Context: an optimization exercise on an open-source flow, tuned for small area, a short achievable clock period and few clock cycles. The choices shown serve that exercise and are no tape-out recipe. Power and IR drop assume default switching activity.

Setup of red:
## busDatapath
module busDatapath (
    input  logic                                  Clock,
    input  logic                                  rstN,
    input  logic                                  stepReq,
    output logic                                  stepAck,
    input  logic                                  PCout,
    input  logic                                  PCin,
    input  logic                                  IncPC,
    input  logic                                  MARin,
    input  logic                                  MDRin,
    input  logic                                  MDRout,
    input  logic                                  Read,
    input  logic                                  IRin,
    input  logic                                  Yin,
    input  logic                                  Zin,
    input  logic                                  Zhighout,
    input  logic                                  Zlowout,
    input  logic                                  HIin,
    input  logic                                  HIout,
    input  logic                                  LOin,
    input  logic                                  LOout,
    input  logic                                  Gra,
    input  logic                                  Grb,
    input  logic                                  Grc,
    input  logic                                  Rin,
    input  logic                                  Rout,
    input  logic                                  BAout,
    input  logic                                  Cout,
    input  logic [datapathPkg::opWidth-1:0]       aluOp,
    input  logic [datapathPkg::dataWidth-1:0]     memDataIn,
    output logic [datapathPkg::dataWidth-1:0]     memDataOut,
    output logic [datapathPkg::dataWidth-1:0]     memAddr
);
==> module aluUnit, before the edit <==
module aluUnit (
    input  logic [datapathPkg::dataWidth-1:0]     opA,
    input  logic [datapathPkg::dataWidth-1:0]     opB,
    input  datapathPkg::aluCtrl                   ctrl,
    output logic [datapathPkg::dataWidth-1:0]     lowWord,
    input  logic                                  mulOn,
    input  datapathPkg::boothDigit                digit,
    input  logic [datapathPkg::dataWidth-1:0]     hiIn,
    input  logic [datapathPkg::dataWidth-1:0]     loIn,
    output logic [datapathPkg::dataWidth-1:0]     hiOut,
    output logic [datapathPkg::dataWidth-1:0]     loOut
);
    localparam int sumWidth = dataWidth + 2;
    logic [shiftWidth-1:0] shAmt;
    logic [sumWidth-1:0]   mcand, row, addX, addW, sumWide;
    logic                  carry;
    logic [shiftWidth-1:0] rotAmt;
    logic [dataWidth-1:0]  rot [shiftWidth+1];
    logic [dataWidth-1:0]  maskR, maskL, keep, shiftRes;
    assign shAmt = opB[shiftWidth-1:0];    
    assign mcand = {{2{opA[dataWidth-1]}}, opA};
    assign row   = (({sumWidth{digit.one}} & mcand) | ({sumWidth{digit.two}} & (mcand << 1)))
                 ^ {sumWidth{digit.neg}};
    always_comb begin
        if (mulOn) begin
            addX  = {{2{hiIn[dataWidth-1]}}, hiIn};
            addW  = row;
            carry = digit.neg;
        end else begin
            addX  = ctrl.useA ? {2'b0, opA} : '0;
            addW  = {2'b0, ctrl.invB ? ~opB : opB};
            carry = ctrl.carryIn;
        end
    end
    assign sumWide = addX + addW + {{(sumWidth-1){1'b0}}, carry};
    assign hiOut   = sumWide[dataWidth+1:2];
    assign loOut   = {sumWide[1:0], loIn[dataWidth-1:2]};
    assign rotAmt = ctrl.noShift ? '0 : ctrl.rotLeft ? (~shAmt + 1'b1) : shAmt;
    assign rot[0] = opA;
    for (genvar k = 0; k < shiftWidth; k++) begin : gRot
        assign rot[k+1] = rotAmt[k] ? {rot[k][(1<<k)-1:0], rot[k][dataWidth-1:(1<<k)]} : rot[k];
    end
    assign maskR    = {dataWidth{1'b1}} >> shAmt;
    assign maskL    = {dataWidth{1'b1}} << shAmt;
    assign keep     = ctrl.maskRight ? maskR : ctrl.maskLeft ? maskL : {dataWidth{1'b1}};
    assign shiftRes = (rot[shiftWidth] & keep) | (~keep & {dataWidth{ctrl.fillSign && opA[dataWidth-1]}});
    assign lowWord = ({dataWidth{ctrl.selSum}}   & sumWide[dataWidth-1:0])
                   | ({dataWidth{ctrl.selAnd}}   & (opA & opB))
                   | ({dataWidth{ctrl.selOr}}    & (opA | opB))
                   | ({dataWidth{ctrl.selNot}}   & ~opB)
                   | ({dataWidth{ctrl.selShift}} & shiftRes);
endmodule
clock: 13.0 ns
lec_check: 0
cap_margin: 20
core_margin: 2
core_utilization: 40
slew_margin: 20
standard.sh (not shown) runs the stock make flow with config.mk's settings and CLKGATE_MAP_FILE= SYNTH_SCRIPT=/design/flow/synth_recipe.tcl, a recipe that flattens the netlist after the stock synthesis.
==> flow/flow/run.sh <==
#!/bin/bash
# The standard layout (standard.sh), with the extra make settings listed in
# flow/knobs.txt: the timing repair aims for extra setup slack, so that the
# tools keep shortening paths below the required period.
set -euo pipefail
cd "$(dirname "$0")/.."
args=()
while IFS= read -r line; do
    [[ -n "$line" && "$line" != \#* ]] && args+=("$line")
done < flow/knobs.txt
bash standard.sh "${args[@]}" finish > flow_make.log 2>&1
==> flow/flow/knobs.txt <==
SETUP_SLACK_MARGIN=9.0
CTS_ARGS=-sink_clustering_enable -repair_clock_nets -dont_use_dummy_load
Inputs modified between red and blue:
-- flow/design.v --
<<< red, line 174
    assign digit.neg = b1 && !(b0 && bm);
endmodule
module aluUnit (
    input  logic [datapathPkg::dataWidth-1:0]     opA,
>>> blue, line 174
    assign digit.neg = b1 && !(b0 && bm);
endmodule
module prefixAdder #(
    parameter int width = 32
) (
    input  logic [width-1:0] a,
    input  logic [width-1:0] b,
    input  logic             cin,
    output logic [width-1:0] sum
);
    localparam int levels = $clog2(width);
    logic [width-1:0] p, g;
    logic [width-1:0] gl [levels+1];
    logic [width-1:0] pl [levels+1];
    assign p = a ^ b;
    assign g = a & b;
    always_comb begin
        gl[0]    = g;
        pl[0]    = p;
        gl[0][0] = g[0] | (p[0] & cin);
        for (int l = 0; l < levels; l++) begin
            gl[l+1] = gl[l];
            pl[l+1] = pl[l];
            for (int i = 0; i < width; i++) begin
                if (((i >> l) & 1) == 1) begin
                    gl[l+1][i] = gl[l][i] | (pl[l][i] & gl[l][((i >> l) << l) - 1]);
                    pl[l+1][i] = pl[l][i] & pl[l][((i >> l) << l) - 1];
                end
            end
        end
    end
    assign sum = p ^ {gl[levels][width-2:0], cin};
endmodule
module aluUnit (
    input  logic [datapathPkg::dataWidth-1:0]     opA,
<<< red, line 208
        end
    end
    assign sumWide = addX + addW + {{(sumWidth-1){1'b0}}, carry};
    assign hiOut   = sumWide[dataWidth+1:2];
    assign loOut   = {sumWide[1:0], loIn[dataWidth-1:2]};
>>> blue, line 239
        end
    end
    prefixAdder #(.width(sumWidth)) uAdd (
        .a    (addX),
        .b    (addW),
        .cin  (carry),
        .sum  (sumWide)
    );
    assign hiOut   = sumWide[dataWidth+1:2];
    assign loOut   = {sumWide[1:0], loIn[dataWidth-1:2]};
Notes after the runs:
- On flip-flop and latch count, blue and red are neck and neck.
- On flip-flop and latch area, blue and red are basically level.
- blue: clock network fraction of design power is 0.9 points higher than what red reported.
- | initial cell density of the core | blue vs red | 0.20 points lower |
- blue packs its core tighter than red.
- In the flow results for blue and red, the finished layout cell area is smaller on blue.
- Looking at share of total power in combinational logic, blue sits 0.8 points lower than red does.
- Register-to-register slack delta for blue relative to red: 0.38 ns lower
- Share of total power consumed by net switching delta for blue relative to red: 0.59 points lower
- For tightest hold margin, blue and red come out practically identical.
- [diff] normalized max-slew margin, blue relative to red: improvement
- Max total of clock buffers placed in the layout across blue and red: blue
No functional check of the RTL was part of any run of this note.

[re-timing with driven ports]
Ports are ideal in the flow. The routed layouts listed here were re-timed in OpenROAD.
Step 1 (the two cells are an assumption about what drives the block):
set clk [get_ports {Clock}]
set_driving_cell -lib_cell sky130_fd_sc_hd__clkbuf_16 $clk
set_driving_cell -lib_cell sky130_fd_sc_hd__buf_2 [delete_from_list [all_inputs] $clk]
Step 2 adds t to the input delays and takes it off the output delays; t is the mean of the earliest and latest rising clock arrival at the registers after step 1. Input paths then give back, and output paths get back, about the clock's delay inside the block.
Slacks: ideal / step 1 / step 2; pairs: ideal / step 1.
run | t (ns) | setup slack, ns | worst slew at a driven data input, ns
red | 0.701 | 8.834 / 8.764 / 8.063 | 0.23
blue | 0.692 | 8.641 / 8.641 / 8.080 | 0.23
After both steps every run listed still meets setup and hold. For red, which loses most, drivers alone change the setup slack by -0.070 ns; drivers and shift together by -0.771 ns.
